From an optimization exercise on the open Yosys and OpenROAD flow, aimed at small area, a short achievable clock period and few clock cycles; shortcuts taken in it are not production practice. RTL that was checked went through simulation tests only; none was proved equivalent to the original.

the baseline:
==> flow/design.v <==
module muldiv_unit #(
  parameter int WIDTH      = 32,
  parameter int MUL_CYCLES = 5
) (
  input  logic             clk,
  input  logic             reset,
  input  logic [WIDTH-1:0] A,
  input  logic [WIDTH-1:0] B,
  input  logic [3:0]       MULOp,
  input  logic             start,
  output logic             busy,
  output logic [WIDTH-1:0] HI,
  output logic [WIDTH-1:0] LO
);
  localparam logic [3:0] OP_MULT  = 4'd1;
  localparam logic [3:0] OP_MULTU = 4'd2;
  localparam logic [3:0] OP_DIV   = 4'd3;
  localparam logic [3:0] OP_DIVU  = 4'd4;
  localparam logic [3:0] OP_MTHI  = 4'd5;
  localparam logic [3:0] OP_MTLO  = 4'd6;
  localparam logic [3:0] OP_MADD  = 4'd7;
  localparam logic [3:0] OP_MADDU = 4'd8;
  localparam logic [3:0] OP_MSUB  = 4'd9;
  localparam logic [3:0] OP_MSUBU = 4'd10;
  localparam int CW = 43;       
  localparam int FW = 35;       
  logic        busy_q;
  logic        f_mul, f_fin, f_prep, f_norm, f_div, f_corr, f_negr, f_negq;
  logic        dlast_q;   
  logic [4:0]  cnt_q;
  logic        sg_q;      
  logic        uns_q;     
  logic        acc_q;     
  logic        sub_q;     
  logic        an_q;      
  logic        first_q;   
  logic        bz_q;      
  logic [3:0]  bs1_q, bs2_q, bng_q;    
  logic        s_en_q;    
  logic        ssh_q;     
  logic        fhi_q;     
  logic        fm_q;      
  logic        eh_q;      
  logic        el_q;      
  logic        finv_q;    
  logic [1:0]  cy_q;      
  logic [31:0] hi_q;
  logic [31:0] lo_q;      
  logic [31:0] m_q;       
  logic [FW-1:0] s_q;     
  logic [FW-1:0] c_q;     
  logic is_mul, is_div, op_sg, op_acc, op_sub, op_uns;
  always_comb begin
    is_mul = (MULOp == OP_MULT) || (MULOp == OP_MULTU);
    is_mul = is_mul || (MULOp == OP_MADD) || (MULOp == OP_MADDU) ||
             (MULOp == OP_MSUB) || (MULOp == OP_MSUBU);
    op_acc = (MULOp == OP_MADD) || (MULOp == OP_MADDU) ||
             (MULOp == OP_MSUB) || (MULOp == OP_MSUBU);
    op_sub = (MULOp == OP_MSUB) || (MULOp == OP_MSUBU);
    is_div = (MULOp == OP_DIV) || (MULOp == OP_DIVU);
    op_sg  = (MULOp == OP_MULT) || (MULOp == OP_DIV) ||
             (MULOp == OP_MADD) || (MULOp == OP_MSUB);
    op_uns = (MULOp == OP_MULTU) || (MULOp == OP_MADDU) || (MULOp == OP_MSUBU);
  end
  function automatic logic [11:0] booth4(input logic [8:0] w, input logic neg_all);
    logic [3:0] s1, s2, ng;
    for (int j = 0; j < 4; j++) begin
      s1[j] = w[2*j] ^ w[2*j+1];
      s2[j] = (w[2*j+2] & ~w[2*j+1] & ~w[2*j]) | (~w[2*j+2] & w[2*j+1] & w[2*j]);
      ng[j] = (w[2*j+2] & ~(w[2*j+1] & w[2*j])) ^ (neg_all & (s1[j] | s2[j]));
    end
    booth4 = {ng, s2, s1};
  endfunction
  function automatic logic [5:0] clz32(input logic [31:0] v);
    logic [2:0] c4 [8];
    logic [7:0] nz;
    logic [5:0] r;
    for (int g = 0; g < 8; g++) begin
      logic [3:0] n;
      n = v[4*g +: 4];
      nz[g] = |n;
      c4[g] = n[3] ? 3'd0 : n[2] ? 3'd1 : n[1] ? 3'd2 : n[0] ? 3'd3 : 3'd4;
    end
    r = 6'd32;
    for (int g = 0; g < 8; g++) if (nz[g]) r = 6'(4 * (7 - g)) + {3'd0, c4[g]};
    clz32 = r;
  endfunction
  logic        in_an;
  assign in_an = op_sg & A[31];
  logic          msgn, bn;
  logic [FW-1:0] mext;
  assign msgn = sg_q & m_q[31];
  assign bn   = msgn;
  assign mext = {{(FW-32){msgn}}, m_q};
  logic [CW-1:0] pv [4];
  logic [CW-1:0] t1s, t1c, t2s, t2c, t3s, t3c, t4s, t4c;
  logic [9:0]    lowsum;
  logic [7:0]    ecor;
  function automatic logic [2*CW-1:0] csa(input logic [CW-1:0] a, b, c);
    logic [CW-1:0] s, k;
    s = a ^ b ^ c;
    k = (a & b) | (a & c) | (b & c);
    csa = {k[CW-2:0], 1'b0, s};
  endfunction
  always_comb begin
    for (int j = 0; j < 4; j++) begin
      logic [FW-1:0] v;
      v = (({FW{bs1_q[j]}} & mext) | ({FW{bs2_q[j]}} & {mext[FW-2:0], 1'b0})) ^ {FW{bng_q[j]}};
      v[FW-1] = ~v[FW-1];
      pv[j] = {{(CW-FW){1'b0}}, v} << (2*j);
    end
    pv[0] = pv[0] | ({{(CW-8){1'b0}}, 8'b1010_1010} << 34);
    {t1c, t1s} = csa({{(CW-FW){1'b0}}, s_q}, {{(CW-FW){1'b0}}, c_q}, pv[0]);
    {t2c, t2s} = csa(pv[1], pv[2], pv[3]);
    {t3c, t3s} = csa(t1s, t1c, t2s);
    {t4c, t4s} = csa(t3s, t3c, t2c);
    ecor   = {1'b0, bng_q[3], 1'b0, bng_q[2], 1'b0, bng_q[1], cy_q[1], bng_q[0]};
    lowsum = {2'b00, t4s[7:0]} + {2'b00, t4c[7:0]} + {2'b00, ecor} + {9'd0, cy_q[0]};
  end
  logic [FW-1:0] fa_s, fa_h, fsum, fu, fv;
  always_comb begin
    fa_s = ({FW{s_en_q}} & s_q) | ({FW{fhi_q}} & {{(FW-32){1'b0}}, hi_q}) |
           ({FW{ssh_q}} & {s_q[FW-2:0], lo_q[31]});
    fa_h = (({FW{fm_q}} & mext) | ({FW{eh_q}} & {{(FW-32){1'b0}}, hi_q}) |
            ({FW{el_q}} & {{(FW-32){1'b0}}, lo_q})) ^ {FW{finv_q}};
    fu   = fa_s ^ c_q ^ fa_h;
    fv   = (fa_s & c_q) | (fa_s & fa_h) | (c_q & fa_h);
    fsum = fu + {fv[FW-2:0], cy_q[0] | cy_q[1]} + {{(FW-1){1'b0}}, cy_q[1] | finv_q};
  end
  logic sgn;
  assign sgn = fsum[FW-1];
  logic [6:0]  kk;
  logic [4:0]  k;
  logic [5:0]  kp;
  logic        zq;
  logic [31:0] rot, lowm;
  logic [5:0] clz_a, in_clz_b;
  logic [4:0] lsb_m;      
  always_comb begin
    clz_a    = clz32(lo_q);
    in_clz_b = clz32({1'b0, B[30:0] ^ B[31:1]});
  end
  always_comb begin
    kk  = {1'b0, clz_a} + 7'd31 - {2'b00, lsb_m};
    zq  = ~bz_q & (kk >= 7'd32);
    k   = bz_q ? 5'd0 : kk[4:0];
    kp  = {1'b0, k} + 6'd1;
    rot = lo_q;
    if (k[0]) rot = {rot[30:0], rot[31]};
    if (k[1]) rot = {rot[29:0], rot[31:30]};
    if (k[2]) rot = {rot[27:0], rot[31:28]};
    if (k[3]) rot = {rot[23:0], rot[31:24]};
    if (k[4]) rot = {rot[15:0], rot[31:16]};
    for (int j = 0; j < 32; j++) lowm[j] = (5'(j) < k) | zq;    
  end
  logic [FW-1:0] s_next, c_next;
  logic [31:0]   lo_next, mul_x;
  assign mul_x = {lowsum[7:0], lo_q[31:8]};
  always_comb begin
    s_next = fsum;
    if (f_mul)            s_next = t4s[CW-1:8];
    if (f_norm)           s_next = {{(FW-32){1'b0}}, rot & lowm};
    c_next = {FW{f_mul}} & t4c[CW-1:8];    
    lo_next = fsum[31:0];
    if (f_mul)            lo_next = mul_x;
    if (f_div)            lo_next = {lo_q[30:0], ~sgn};
    if (f_norm)           lo_next = rot & ~lowm;
  end
  logic qn;
  assign qn = (an_q ^ bn) & ~bz_q;
  logic done, hi_we, lo_we;
  logic n_mul, n_fin, n_norm, n_div, n_corr, n_negr, n_negq;
  always_comb begin
    done = 1'b0; hi_we = 1'b0; lo_we = 1'b0;
    n_mul = 1'b0; n_fin = 1'b0; n_norm = 1'b0; n_div = 1'b0;
    n_corr = 1'b0; n_negr = 1'b0; n_negq = 1'b0;
    if (f_mul) begin
      lo_we = 1'b1;
      hi_we = first_q;           
      if (cnt_q[1:0] != 2'd0) n_mul = 1'b1;
      else                    n_fin = 1'b1;
    end
    if (f_fin) begin hi_we = 1'b1; done = 1'b1; end
    if (f_prep) begin lo_we = 1'b1; n_norm = 1'b1; end
    if (f_norm) begin
      lo_we = 1'b1;
      if (zq) done = 1'b1;
      else    n_div = 1'b1;
    end
    if (f_div) lo_we = 1'b1;
    if (f_div & ~dlast_q) n_div = 1'b1;
    if ((f_div & dlast_q) | f_corr) begin
      hi_we = 1'b1;
      if (f_div && sgn) n_corr = 1'b1;    
      else if (an_q)    n_negr = 1'b1;
      else if (qn)      n_negq = 1'b1;
      else              done   = 1'b1;
    end
    if (f_negr) begin
      hi_we = 1'b1;
      if (qn) n_negq = 1'b1;
      else    done = 1'b1;
    end
    if (f_negq) begin lo_we = 1'b1; done = 1'b1; end
  end
  always_ff @(posedge clk) begin
    if (!busy_q) begin
      m_q  <= B;
      s_q  <= {1'b1, 2'b00, op_acc ? lo_q : 32'd0};
      c_q  <= '0;
      cy_q <= 2'd0;
    end else begin
      s_q <= s_next;
      c_q <= c_next;
      if (f_mul) cy_q <= lowsum[9:8];
    end
  end
  always_ff @(posedge clk) begin
    if (reset) begin
      busy_q <= 1'b0;
      hi_q   <= '0;
      lo_q   <= '0;
    end else if (!busy_q) begin
      if (start) begin
        if (MULOp == OP_MTHI || is_div)          hi_q <= A;
        if (MULOp == OP_MTLO || is_div || is_mul) lo_q <= A;
        busy_q <= is_mul | is_div;
      end
    end else begin
      if (hi_we)   hi_q <= fsum[31:0];
      if (lo_we)   lo_q <= lo_next;
      if (done)    busy_q <= 1'b0;
    end
  end
  always_ff @(posedge clk) begin
    if (!busy_q) begin
      sg_q   <= op_sg;
      uns_q  <= op_uns;
      acc_q  <= op_acc;
      sub_q  <= op_sub;
      an_q   <= in_an;
      bz_q   <= ~|B;
      first_q <= 1'b1;
      lsb_m   <= (B[31] & ~op_sg) ? 5'd0 : (in_clz_b[4:0] | {5{in_clz_b[5]}});
      f_mul  <= ~is_div;
      f_fin  <= 1'b0;
      f_prep <= is_div & in_an;
      f_norm <= is_div & ~in_an;
      f_div  <= 1'b0;
      f_corr <= 1'b0;
      f_negr <= 1'b0;
      f_negq <= 1'b0;
      dlast_q <= 1'b0;
      cnt_q  <= 5'd3;
      {bng_q, bs2_q, bs1_q} <= is_div ? 12'd0 : booth4({A[7:0], 1'b0}, op_sub);
      s_en_q <= 1'b0;
      ssh_q  <= 1'b0;
      fhi_q  <= op_acc;
      fm_q   <= op_uns & A[31];
      eh_q   <= is_div & in_an;
      el_q   <= 1'b0;
      finv_q <= (is_div & in_an) | (op_sub & op_uns & A[31]);
    end else begin
      f_mul  <= n_mul;
      f_fin  <= n_fin;
      f_prep <= 1'b0;
      f_norm <= n_norm;
      f_div  <= n_div;
      f_corr <= n_corr;
      f_negr <= n_negr;
      f_negq <= n_negq;
      if (f_mul | f_div) cnt_q <= cnt_q - 5'd1;
      if (f_norm)        cnt_q <= 5'(6'd32 - kp);
      dlast_q <= f_norm ? (kp == 6'd32) : (f_div & (cnt_q == 5'd1));
      {bng_q, bs2_q, bs1_q} <= '0;
      if (n_mul) {bng_q, bs2_q, bs1_q} <= booth4(lo_q[15:7], sub_q);
      first_q <= 1'b0;
      s_en_q <= n_fin | n_corr;
      ssh_q  <= n_div;
      fhi_q  <= 1'b0;
      fm_q   <= n_div | n_corr;
      eh_q   <= n_fin | n_negr;
      el_q   <= n_negq;
      finv_q <= n_negr | n_negq | (n_div & (f_div ? ~(bn ^ sgn) : ~bn)) | (n_corr & bn);
    end
  end
  assign busy = busy_q;
  assign HI   = hi_q;
  assign LO   = lo_q;
endmodule
clock: 13.5 ns
lec_check: 0
cap_margin: 20
core_margin: 2
core_utilization: 40
slew_margin: 20
standard.sh (not shown) runs the stock make flow with config.mk's settings and CLKGATE_MAP_FILE= SYNTH_SCRIPT=/design/flow/synth_recipe.tcl, a recipe that flattens the netlist after the stock synthesis.
==> flow/flow/run.sh <==
#!/bin/bash
# Layout flow: the standard ORFS flow (standard synthesis, floorplan, placement,
# CTS, routing) at the design's clock period and constraints, with
#  - a larger setup margin for ORFS's repair_timing passes, so that timing repair keeps
#    sizing and buffering the longest paths instead of stopping at the 13.5 ns clock;
#  - every port still buffered, with a plain buffer cell instead of a delay cell.
set -euo pipefail
bash standard.sh SETUP_SLACK_MARGIN=9 MATCH_CELL_FOOTPRINT=0 \
  "BUFFER_PORTS_ARGS=-buffer_cell sky130_fd_sc_hd__buf_1" finish > flow_make.log 2>&1
--- input diff the baseline..the candidate ---
--- a/flow/design.v
+++ b/flow/design.v
@@ -33,10 +33,12 @@
   logic        acc_q;     
   logic        sub_q;     
   logic        an_q;      
   logic        first_q;   
   logic        bz_q;      
+  logic [5:0]  clz_q;     
+  logic [4:0]  msb_q;     
   logic [3:0]  bs1_q, bs2_q, bng_q;    
   logic        s_en_q;    
   logic        ssh_q;     
   logic        fhi_q;     
   logic        fm_q;      
@@ -84,11 +86,18 @@
     r = 6'd32;
     for (int g = 0; g < 8; g++) if (nz[g]) r = 6'(4 * (7 - g)) + {3'd0, c4[g]};
     clz32 = r;
   endfunction
   logic        in_an;
-  assign in_an = op_sg & A[31];
+  logic [5:0]  in_clz, in_bclz;
+  logic [5:0]  in_clz_f;
+  logic [4:0]  in_msb_f;
+  assign in_an    = op_sg & A[31];
+  assign in_clz   = clz32({1'b0, A[30:0] ^ A[31:1]});
+  assign in_bclz  = clz32({1'b0, B[30:0] ^ B[31:1]});
+  assign in_clz_f = (A[31] & ~op_sg) ? 6'd0 : in_clz;
+  assign in_msb_f = (B[31] & ~op_sg) ? 5'd0 : (in_bclz[4:0] | {5{in_bclz[5]}});
   logic          msgn, bn;
   logic [FW-1:0] mext;
   assign msgn = sg_q & m_q[31];
   assign bn   = msgn;
   assign mext = {{(FW-32){msgn}}, m_q};
@@ -132,18 +141,12 @@
   logic [6:0]  kk;
   logic [4:0]  k;
   logic [5:0]  kp;
   logic        zq;
   logic [31:0] rot, lowm;
-  logic [5:0] clz_a, in_clz_b;
-  logic [4:0] lsb_m;      
-  always_comb begin
-    clz_a    = clz32(lo_q);
-    in_clz_b = clz32({1'b0, B[30:0] ^ B[31:1]});
-  end
-  always_comb begin
-    kk  = {1'b0, clz_a} + 7'd31 - {2'b00, lsb_m};
+  always_comb begin
+    kk  = {1'b0, clz_q} + 7'd31 - {2'b00, msb_q} - {6'd0, an_q};
     zq  = ~bz_q & (kk >= 7'd32);
     k   = bz_q ? 5'd0 : kk[4:0];
     kp  = {1'b0, k} + 6'd1;
     rot = lo_q;
     if (k[0]) rot = {rot[30:0], rot[31]};
@@ -238,12 +241,13 @@
       uns_q  <= op_uns;
       acc_q  <= op_acc;
       sub_q  <= op_sub;
       an_q   <= in_an;
       bz_q   <= ~|B;
+      clz_q  <= in_clz_f;
+      msb_q  <= in_msb_f;
       first_q <= 1'b1;
-      lsb_m   <= (B[31] & ~op_sg) ? 5'd0 : (in_clz_b[4:0] | {5{in_clz_b[5]}});
       f_mul  <= ~is_div;
       f_fin  <= 1'b0;
       f_prep <= is_div & in_an;
       f_norm <= is_div & ~in_an;
       f_div  <= 1'b0;
### Flow results
- The baseline reports its start point of the critical path as lo_q[2]$_SDFFE_PP0P_ while the candidate reports m_q[21]$_DFFE_PN_.
- The candidate reports a higher die area than the baseline does.
- Against the baseline, the candidate comes in 260 ps higher on worst setup slack.
- Of the candidate and the baseline, the higher number of flip-flops and latches belongs to the candidate.
- The candidate vs the baseline: non-filler instance count after layout up
Testbench counts of the candidate, summed over its fixed seeds: cycles 13,972.
For the baseline, only the layout was checked, not whether the RTL still works.

## port drivers added, routing unchanged
Ports are ideal in the flow. The routed layouts listed here were re-timed in OpenROAD.
Step 1, drivers: a clkbuf_16 drives clk and a buf_2 each remaining input, both assumed.
Step 2, shift: input delay + t, output delay - t, t = (earliest + latest rising clock arrival at the registers) / 2. This alone moves slack from input paths to output paths.
Slacks: no drivers / after step 1 / after step 2; pairs: no drivers / after step 1.
run | t, ns | setup slack, ns | hold WS [ns]
the baseline | 0.647 | 8.737 / 8.737 / 8.423 | 0.484 / 0.484 / 0.484
the candidate | 0.659 | 8.995 / 8.995 / 8.394 | 0.503 / 0.503 / 0.503
After both steps every run listed still meets setup and hold. For the candidate, which loses most, drivers alone change the setup slack by 0.000 ns; drivers and shift together by -0.601 ns.
